What follows belongs to an exercise in optimizing a design on an open flow for small area, a short achievable clock period and few clock cycles; a production flow would make more cautious choices.
Function was checked by simulation only, so behaviour that the tests miss may differ from the original.
No activity file was given, so power comes from the tool's default toggle rates.

==> flow/design.v (outline; a module is shown in full before it is edited, if it fits) <==
// module fir_filter_streaming: 7359 lines
module fir_filter_streaming
#(
   parameter int TAPS = 8
)
(
   input  logic                clock,
   input  logic                reset,
   input  logic                req_valid,
   output logic                req_stall,
   input  logic signed [15:0]  req_sample,
   output logic                rsp_valid,
   input  logic                rsp_stall,
   output logic signed [34:0]  rsp_filtered,
   input  logic                csr_write_en,
   input  logic [7:0]          csr_index,
   input  logic signed [15:0]  csr_wdata
);
  // ...
==> flow/run.sh <==
#!/bin/bash
# synth_recipe.tcl (not shown) runs the flow's synth.tcl, then flattens the netlist and writes it again
# the make line also repeats each setting of config.mk as NAME=value (left out here)
make -C /OpenROAD-flow-scripts/flow DESIGN_CONFIG=/design/flow/config.mk WORK_HOME=/design/flow/orfs CLKGATE_MAP_FILE= SYNTH_SCRIPT=/design/flow/synth_recipe.tcl finish
==> flow/config.mk <==
export PLATFORM = sky130hd
export DESIGN_NAME = fir_filter_streaming
export DESIGN_NICKNAME = fir_filter_streaming
export VERILOG_FILES = /design/flow/design.v
export SDC_FILE = /design/flow/constraint.sdc
export NUM_CORES = 4
export LEC_CHECK = 0
export ABC_AREA = 1
export CAP_MARGIN = 20
export CORE_MARGIN = 2
export CORE_UTILIZATION = 40
export SLEW_MARGIN = 20
==> flow/constraint.sdc <==
create_clock -name core_clock -period 8.0 [get_ports {clock}]
set_input_delay 1.6000 -clock core_clock [delete_from_list [all_inputs] [get_ports {clock}]]
set_output_delay 1.6000 -clock core_clock [all_outputs]
set_load 0.01 [all_outputs]
==> impl_metrics.json, run 1 <==
{
  "outcome": "finished clean",
  "yosys.area.top_type": "fa_1",
  "path_cells": "clkinv_1, o21ai_2, o22ai_1, xor2_1, fa_1, inv_1, fa_1, fa_1, fa_1",
  "wirelength_mm": 365,
  "cellPowerDensity_nw_per_um2": 157,
  "buffer_area_share_pct": 2.73,
  "drv_cap": 0,
  "setup_viol": 0,
  "p_seq_uw": 4100,
  "gr-usage-met1_pct": 54.7,
  "die_h_um": 417,
  "path_clk_slew_ns": 0.06,
  "syn-cell-area_um2": 68100,
  "vias": 56681,
  "drc": 0,
  "clk_latency_ns": 0.78,
  "internal-power_uw": 7520,
  "yosysMostFrequentCell": "inv_1",
  "min_path_cells": 0,
  "cts_resized": 0,
  "seq_cell_count": 637,
  "netlist_top_cells_count": "1255 x inv_1, 1102 x fa_1, 1031 x xor2_1, 952 x o22ai_1, 457 x nand2_1",
  "top_usage_layer": "met2",
  "final_cell_mix": "1251 x inv_1, 1102 x fa_1, 1031 x xor2_1",
  "critical_path.top_delay_family": "adder cells",
  "n_clock_buffer": 112,
  "area_growth_pct": 8.82,
  "n_tap_cell": 2218,
  "synth.avg_cell_area_um2": 9.61,
  "comb_power_share_pct": 26.5,
  "startpoint_type": "flop",
  "drt_iter0_markers": 8404,
  "critPathBufInv": 2
}
Testbench counts, summed over its fixed seeds: cycles 16,024.
==> run 2: changes to the inputs <==
--- a/flow/design.v
+++ b/flow/design.v
@@ -41,18 +41,18 @@
    logic [15:0] hist2_q;
    logic [15:0] hist3_q;
    logic [15:0] hist4_q;
    logic [15:0] hist5_q;
    logic [15:0] hist6_q;
    logic [15:0] hist7_q;
    logic [298:0] p1_q;   
    logic [59:0] p2_q;   
-   logic [2:0] vld_q;   
-   logic adv, accept;
+   logic [1:0] vld_q;   
+   logic adv, accept, r_free, r_vld_q;
    logic [34:0] row_a, row_b, sum;
    logic bneg_0_0, bone_0_0, btwo_0_0;
    logic pp_0_0_0;
    logic pp_0_0_1;
    logic pp_0_0_2;
    logic pp_0_0_3;
    logic pp_0_0_4;
    logic pp_0_0_5;
@@ -3430,20 +3430,21 @@
    logic s2227;
    logic c2228;
    logic s2229;
    logic c2230;
    logic s2231;
    logic c2232;
    logic s2233;
    logic c2234;
-   assign adv       = !(vld_q[2] && rsp_stall);
+   assign adv       = r_free;
    assign req_stall = !adv;
    assign accept    = req_valid && adv;
-   assign rsp_valid = vld_q[2];
+   assign r_free    = !r_vld_q || !rsp_stall;
+   assign rsp_valid = r_vld_q;
    always_ff @(posedge clock) begin
       if (reset) begin
          w0_q <= '0;
          w1_q <= '0;
          w2_q <= '0;
          w3_q <= '0;
          w4_q <= '0;
          w5_q <= '0;
@@ -3481,17 +3482,17 @@
          hist6_q <= hist5_q;
          hist7_q <= hist6_q;
       end
    end
    always_ff @(posedge clock) begin
       if (reset) begin
          vld_q <= '0;
       end else if (adv) begin
-         vld_q <= {vld_q[1:0], accept};
+         vld_q <= {vld_q[0:0], accept};
       end
    end
    always_ff @(posedge clock) begin
       if (adv) begin
          p1_q[0] <= s11;
          p1_q[1] <= s13;
          p1_q[2] <= s27;
          p1_q[3] <= s53;
@@ -3845,16 +3846,27 @@
          p2_q[52] <= c2176;
          p2_q[53] <= s2183;
          p2_q[54] <= s2191;
          p2_q[55] <= c2192;
          p2_q[56] <= s2195;
          p2_q[57] <= s2199;
          p2_q[58] <= c2198;
          p2_q[59] <= c2200;
+      end
+   end
+   always_ff @(posedge clock) begin
+      if (reset) begin
+         r_vld_q <= 1'b0;
+      end else if (r_free) begin
+         r_vld_q <= vld_q[1];
+      end
+   end
+   always_ff @(posedge clock) begin
+      if (r_free) begin
          rsp_filtered <= sum;
       end
    end
    assign bneg_0_0 = w0_q[1];
    assign bone_0_0 = w0_q[0];
    assign btwo_0_0 = w0_q[1] & ~w0_q[0];
    assign pp_0_0_0 = ((bone_0_0 & req_sample[0])) ^ bneg_0_0;
    assign pp_0_0_1 = ((bone_0_0 & req_sample[1]) | (btwo_0_0 & req_sample[0])) ^ bneg_0_0;
--- a/flow/config.mk
+++ b/flow/config.mk
@@ -4,9 +4,10 @@
 export VERILOG_FILES = /design/flow/design.v
 export SDC_FILE = /design/flow/constraint.sdc
 export NUM_CORES = 4
 export LEC_CHECK = 0
 export ABC_AREA = 1
 export CAP_MARGIN = 20
 export CORE_MARGIN = 2
 export CORE_UTILIZATION = 40
+export SETUP_SLACK_MARGIN = 4.4
 export SLEW_MARGIN = 20
==> run 2 against run 1 <==
Fmax increased by 50%. Sequential power about the same. Die area barely moved. Largest cell class unchanged. Clock skew rose by 0.023 ns. Sequential cell count unchanged. Cell count up 6.1%. Combinational power grew 1%. Highest routed layer unchanged. Area after synthesis hardly changed. Sequential share of layout area shrank 2.7 points.
==> impl_metrics.json, run 2 <==
{
  "crit_required_ns": 8.51,
  "critPathBufInv": 3,
  "h-tree-depth": 3,
  "cellPowerDensity_nw_per_um2": 130,
  "dp.cells": 9009,
  "critical_path.endpoint_type": "flop",
  "layout_commonest_cell": "inv_1",
  "startpoint_type": "flop",
  "rsz0062_at_grt": "true",
  "placed_area_um2": 70600,
  "die_area_um2": 174000,
  "drt_iter0_markers": 9033,
  "dpl.hpwl_mm": 272,
  "timing.fmax_mhz": 258,
  "fin_nets": 8683,
  "vdd_drop_max_v": 0.000168,
  "hp-start": "p1_q[0]$_DFFE_PN_",
  "cp_max_fo": 7,
  "yosys.area.top_type": "fa_1",
  "clockBufferDepth": 3,
  "port_buffers": 81,
  "slew_viol_final": 0,
  "wirelength_mm": 365,
  "top_register": "p1_q",
  "timing.rr.start": "w4_q[13]$_SDFFE_PP0P_",
  "synth.area.top_cells": "fa_1 32%, edfxtp_1 17%, xor2_1 13%",
  "synth-seq-cells": 637,
  "finalClockSkew_ns": 0.0766,
  "yosysUniqueCellTypes": 36,
  "hold_end": "p2_q[0]$_DFFE_PN_",
  "rrSetupSlack_ns": 4.13,
  "synthCells": 7093,
  "die_x_um": 417,
  "core_um2": 169000,
  "vias": 60570,
  "die_h_um": 417,
  "path_cells": "clkinvlp_4, o21ai_4, buf_6, o22ai_2, xor2_2, fa_2, fa_2, inv_2, fa_2, fa_1",
  "start_util_pct": 40.3,
  "met2RoutedLength_mm": 147,
  "r2r_cells": 10,
  "hold_path.class": "reg2reg",
  "clk_latency_ns": 0.79,
  "drive_above_1_share_pct": 30.2,
  "maxUsedRoutingLayer": "met5",
  "fin_crit_ns": 3.87,
  "ant_nets": 0,
  "netlist_top_cells_count": "1256 x inv_1, 1102 x fa_1, 1029 x xor2_1, 952 x o22ai_1, 471 x nand2_1",
  "largest_reg_flops": 299,
  "critPathMaxStageDelay_ns": 0.83,
  "syn-num-nets": 8272,
  "track_usage_pct": 41.2,
  "synth_top_area_share_pct": 32.4,
  "slowest_stage": "fa_2",
  "m1WireLength_mm": 129,
  "yosysWarnings": 1,
  "overflow": 0,
  "worst_slew_pin_slew_ns": 1.19,
  "postCtsHoldBufs": 0,
  "relSlewSlack_pct": 20.3,
  "rr_endpoint": "p1_q[225]$_DFFE_PN_",
  "cpMostUsedCell": "fa_2",
  "first_pass_iters": 9,
  "wl_met3_mm": 52.3,
  "syn-cell-area_um2": 68200,
  "vias_per_cell": 6.18,
  "synth.avg_cell_area_um2": 9.61,
  "grt_max_degree": 91,
  "final_hold_viol_count": 0,
  "post_drt_wl_per_cell_um": 37.2,
  "final_area_um2": 85800,
  "tns_ns": 0,
  "numCtsBuffers": 83,
  "clockRootBuffer": "clkbuf_16",
  "yosys_most_used_dff": "edfxtp_1",
  "async_flop_share_pct": 0,
  "antenna_found_initial": 30,
  "num_io_pins": 82,
  "drc": 0,
  "fin_cells": 9802,
  "gp_congestion": 1.19,
  "post-route-period-util_pct": 48.4,
  "seq_area_frac_synth_pct": 24.5,
  "path_clk_slew_ns": 0.06,
  "critical_path.top_delay_family": "adder cells",
  "cp.arrival_ns": 4.38,
  "setup_viol": 0,
  "drv_cap": 0,
  "min_path_cells": 0,
  "final_cell_mix": "1018 x inv_1, 917 x xor2_1, 775 x o22ai_1",
  "largest_registers": "p1_q (299), p2_q (60), rsp_filtered (35)",
  "yosysMostFrequentCell": "inv_1",
  "outcome": "finished clean",
  "grt_pass1_vias": 58314,
  "p_leak_uw": 0.0366,
  "grt_pass1_wl_mm": 489,
  "worstSetupPathType": "reg2reg",
  "cts_tree": "built",
  "synth_edf_count": 394,
  "rows": 151,
  "clock_sinks": 637,
  "area_growth_pct": 25.8
}
## run 2: cell count changes in the layout (fill, tap and decap cells not counted), sizes merged, moves of 13 or more
cell	before	now
inv	1287	1247
clkinv	138	125
buf	156	705
clkdlybuf4s50	81	65
nand2	457	485
clkinvlp	6	65
nand3	130	143
## run 2: how the worst max path moves through the flow
stage,start,endpoint,slack [ns],depth (start not counted)
2_1_floorplan,rsp_stall,req_stall,2.93,2
3_3_place_gp,w2_q[7]$_SDFFE_PP0P_,p1_q[77]$_DFFE_PN_,2.51,10
3_5_place_dp,w2_q[7]$_SDFFE_PP0P_,p1_q[77]$_DFFE_PN_,2.47,10
4_1_cts,w4_q[5]$_SDFFE_PP0P_,p1_q[212]$_DFFE_PN_,4.25,11
5_1_grt,w4_q[3]$_SDFFE_PP0P_,p1_q[54]$_DFFE_PN_,4.18,13
6_report,w4_q[13]$_SDFFE_PP0P_,p1_q[225]$_DFFE_PN_,4.13,10
## run 2: cell type report
| cell class | count | area [um2] |
|---|---|---|
| Antenna cell | 15 | 37.5 |
| Clock buffer | 99 | 2180 |
| Clock inverter | 51 | 583 |
| Fill cell | 15445 | 83500 |
| Inverter | 1394 | 6140 |
| Multi-Input combinational cell | 4601 | 49500 |
| Sequential cell | 637 | 17000 |
| Tap cell | 2218 | 2780 |
| Timing Repair Buffer | 787 | 7640 |
## run 2: stage by stage
step / setup WS [ns] / util (%) / hold slack [ns] / power, uW
finish: 4.13 / 50.7 / 0.418 / 11200
floorplan: 2.93 / - / 0.400 / 5810
CTS: 4.25 / 48.6 / 0.419 / 11100
global placement: 2.51 / 41.7 / 0.402 / 7020
global route: 4.18 / 50.7 / 0.433 / 11600
detailed placement: 2.47 / 41.7 / 0.405 / 7060
## run 2: kinds of logic (layout without fill, tap and decap cells)
group / Yosys count / in the layout / share of synthesized area (%)
AO/OA/AOI/OAI: 1540 / 1541 / 13.2
XOR/XNOR: 1034 / 1034 / 13.3
adder cells (fa/ha/maj): 1134 / 1134 / 32.9
buffers and inverters: 1870 / 2331 / 10.9
flip-flops: 637 / 637 / 24.5
other: 0 / 15 / 0
AND/OR/NAND/NOR: 878 / 892 / 5.20
## run 2: routing by layer
metal	vias up	global-route usage, %
li1	23662	-
met1	30523	50.7
met2	5060	58.4
met3	1313	16.6
met4	12	29.6
met5	-	0.445
## run 2: repair_timing
item,4_1_cts,5_1_grt
gates cloned,23,6
resized for setup,1392,604
setup endpoints to repair,326,209
setup buffers,463,136
pin swaps,352,378
## run 2: where the power goes
| group | internal, uW | leakage [uW] | switching, uW |
|---|---|---|---|
| Clock | 2230 | 0.00134 | 1750 |
| Sequential | 3900 | 0.00657 | 206 |
| Combinational | 1050 | 0.0287 | 2060 |
Testbench counts of run 2, summed over its fixed seeds: cycles 16,024.
==> run 3: changes to the inputs <==
--- a/flow/config.mk
+++ b/flow/config.mk
@@ -10,4 +10,4 @@
 export CORE_MARGIN = 2
 export CORE_UTILIZATION = 40
-export SETUP_SLACK_MARGIN = 4.4
+export SETUP_SLACK_MARGIN = 4.0
 export SLEW_MARGIN = 20
==> run 3 against run 2 <==
Synthesized cell count stayed put. Largest power group unchanged. First-iteration DRC count grew 0.30%. Hold slack about the same. Non-clock buffer count decreased by 382. Critical endpoint is now p1_q[76]$_DFFE_PN_. Routed wire length is 4.6% lower. Fmax is 4.1% lower. Core utilization fell by 5.1 points. Highest routed layer unchanged. Cell area is 10% lower. Critical path type unchanged.
==> impl_metrics.json, run 3 <==
{
  "drive_above_1_share_pct": 13.6,
  "cts_tree": "built",
  "crit_required_ns": 8.47,
  "final_hold_viol_count": 0,
  "largest_reg_flops": 299,
  "maxUsedRoutingLayer": "met5",
  "setup_viol": 0,
  "m1WireLength_mm": 130,
  "clock_sinks": 637,
  "critical_path.endpoint_type": "flop",
  "postCtsHoldBufs": 0,
  "numCtsBuffers": 82,
  "grt_max_degree": 164,
  "vias_per_cell": 6.08,
  "cp_max_fo": 17,
  "synth-seq-cells": 637,
  "path_clk_slew_ns": 0.06,
  "synth.avg_cell_area_um2": 9.61,
  "drc": 0,
  "final_util_pct": 45.6,
  "dp.cells": 9015,
  "port_buffers": 81,
  "path_cells": "clkinv_2, o22ai_1, xor2_1, fa_1, fa_1, inv_1, fa_1, inv_1, fa_1",
  "area_growth_pct": 13.2,
  "top_register": "p1_q",
  "overflow": 0,
  "track_usage_pct": 39.7,
  "antenna_found_initial": 26,
  "worstSetupPathType": "reg2reg",
  "seq_area_frac_synth_pct": 24.5,
  "hold_path.class": "reg2reg",
  "wl_met3_mm": 45.7,
  "vdd_drop_max_v": 0.000174,
  "yosys.area.top_type": "fa_1",
  "yosysMostFrequentCell": "inv_1",
  "yosysUniqueCellTypes": 36,
  "gp_congestion": 1.12,
  "rows": 151,
  "synthCells": 7093,
  "syn-num-nets": 8272,
  "fin_crit_ns": 4.04,
  "die_x_um": 417,
  "synth_edf_count": 394,
  "largest_registers": "p1_q (299), p2_q (60), rsp_filtered (35)",
  "first_pass_iters": 9,
  "rsz0062_at_grt": "true",
  "ant_nets": 0,
  "cpMostUsedCell": "fa_1",
  "nFillCells": 16317,
  "layout_commonest_cell": "inv_1",
  "clockRootBuffer": "clkbuf_16",
  "grt_pass1_vias": 54939,
  "final_cell_mix": "1201 x inv_1, 1013 x xor2_1, 1011 x fa_1",
  "drt_iter0_markers": 9060,
  "netlist_top_cells_count": "1256 x inv_1, 1102 x fa_1, 1029 x xor2_1, 952 x o22ai_1, 471 x nand2_1",
  "startpoint_type": "flop",
  "yosys_most_used_dff": "edfxtp_1",
  "start_util_pct": 40.3,
  "core_um2": 169000,
  "dpl.hpwl_mm": 273,
  "fin_nets": 8289,
  "clk_latency_ns": 0.81,
  "slowest_stage": "dfxtp_1",
  "post_drt_wl_per_cell_um": 37.0,
  "syn-cell-area_um2": 68200,
  "async_flop_share_pct": 0,
  "grt_pass1_wl_mm": 468,
  "synth_top_area_share_pct": 32.4,
  "die_area_um2": 174000,
  "outcome": "finished clean",
  "critPathMaxStageDelay_ns": 0.57,
  "p_leak_uw": 0.0339,
  "worst_slew_pin_slew_ns": 1.17,
  "drv_cap": 0,
  "relSlewSlack_pct": 21.9,
  "yosysWarnings": 1,
  "cp.arrival_ns": 4.50,
  "num_io_pins": 82,
  "synth.area.top_cells": "fa_1 32%, edfxtp_1 17%, xor2_1 13%",
  "slew_viol_final": 0,
  "h-tree-depth": 3,
  "met2RoutedLength_mm": 141,
  "wirelength_mm": 348,
  "finalClockSkew_ns": 0.0950,
  "timing.fmax_mhz": 248,
  "vias": 57160,
  "die_h_um": 417,
  "post-route-period-util_pct": 50.4,
  "clockBufferDepth": 3,
  "fin_cells": 9399,
  "tns_ns": 0,
  "cellPowerDensity_nw_per_um2": 143
}
## run 3: final timing paths
path	cells after the start	start	end	slack [ns]
hold / removal	0	p1_q[0]$_DFFE_PN_	p2_q[0]$_DFFE_PN_	0.42
setup reg to reg	9	hist1_q[8]$_SDFFE_PP0P_	p1_q[76]$_DFFE_PN_	3.96
hold reg to reg	0	p1_q[0]$_DFFE_PN_	p2_q[0]$_DFFE_PN_	0.42
setup / recovery	9	hist1_q[8]$_SDFFE_PP0P_	p1_q[76]$_DFFE_PN_	3.96
## run 3: logic make-up after synthesis
kind of cell	Yosys count	synth area share, %
xor gates and xnor gates	1034	13.3
adders and majority gates	1134	32.9
AOI/OAI and AO/OA	1540	13.2
buffers and inverters	1870	10.9
DFF	637	24.5
and+or+nand+nor	878	5.20
## run 3: power breakdown
part,switching [uW],leakage [uW],internal (uW)
registers,203,0.00653,3910
clock network,1760,0.00137,2240
logic,1980,0.0260,978
total,3950,0.0339,7120
## run 3: final cells by class
cell class / count / area, um2 / share of cell area, %
Antenna cell: 3 / 7.51 / 0.00973
Clock buffer: 100 / 2220 / 2.88
Sequential cell: 637 / 16900 / 21.8
Timing Repair Buffer: 405 / 3670 / 4.76
Inverter: 1394 / 5690 / 7.38
Clock inverter: 52 / 584 / 0.757
Multi-Input combinational cell: 4590 / 45400 / 58.8
Tap cell: 2218 / 2780 / 3.60
## run 3: metrics by stage
stage | hold slack, ns | instance area, um2 | setup WS, ns | total power (uW)
finish | 0.418 | 77200 | 3.96 | 11100
global route | 0.425 | 77200 | 3.94 | 11500
CTS | 0.418 | 75900 | 4.00 | 11100
detailed placement | 0.405 | 70600 | 2.46 | 7080
global placement | 0.404 | 70600 | 2.45 | 7030
floorplan | 0.400 | 68500 | 2.93 | 5810
## run 3: repair_timing
item | 4_1_cts | 5_1_grt
endpoints found under the setup margin | 295 | 126
hold endpoints to repair | 0 | 0
setup buffers | 133 | 89
cloned | 3 | 3
pin swaps | 30 | 30
gates resized for setup | 451 | 172
## run 3: critical path, delay by kind of cell, from the launching register on
family / cells / cell delay (ns)
compound gates: 1 / 0.33
xor+xnor: 1 / 0.23
fa+ha+maj: 4 / 1.84
buf+inv: 3 / 0.74
flops: 1 / 0.57
## run 3: layer usage
layer	track usage, %	vias up
li1	-	22850
met1	52.3	28988
met2	56.2	4434
met3	12.0	866
met4	26.4	22
met5	0	-

==> afterwards: timing with drivers on the ports <==
Ports are ideal in the flow. The routed layouts listed here were re-timed in OpenROAD. Step 1: set_driving_cell puts a clkbuf_16 on clock and a buf_2 on each other input, an assumption about the parent block. Step 2 adds t to the input delays and takes it off the output delays; t is the mean of the earliest and latest rising clock arrival at the registers after step 1. Input paths then give back, and output paths get back, about the clock's delay inside the block. Three values: ideal ports, drivers, drivers and shift; two values: the first two.
| run | shift t [ns] | setup slack, ns | hold WS [ns] | worst setup path after step 2 | pins driven straight from the clock port |
|---|---|---|---|---|---|
| run 1 | 0.834 | 2.177 / 2.177 / 1.770 | 0.425 / 0.425 / 0.425 | input to register | 1 |
| run 2 | 0.842 | 4.129 / 4.129 / 3.582 | 0.418 / 0.418 / 0.418 | input to register | 1 |
| run 3 | 0.857 | 3.964 / 3.964 / 3.208 | 0.418 / 0.418 / 0.418 | input to register | 1 |
After both steps setup and hold are still met in every run listed. For run 3, which loses most, drivers alone change the setup slack by 0.000 ns; drivers and shift together by -0.756 ns.
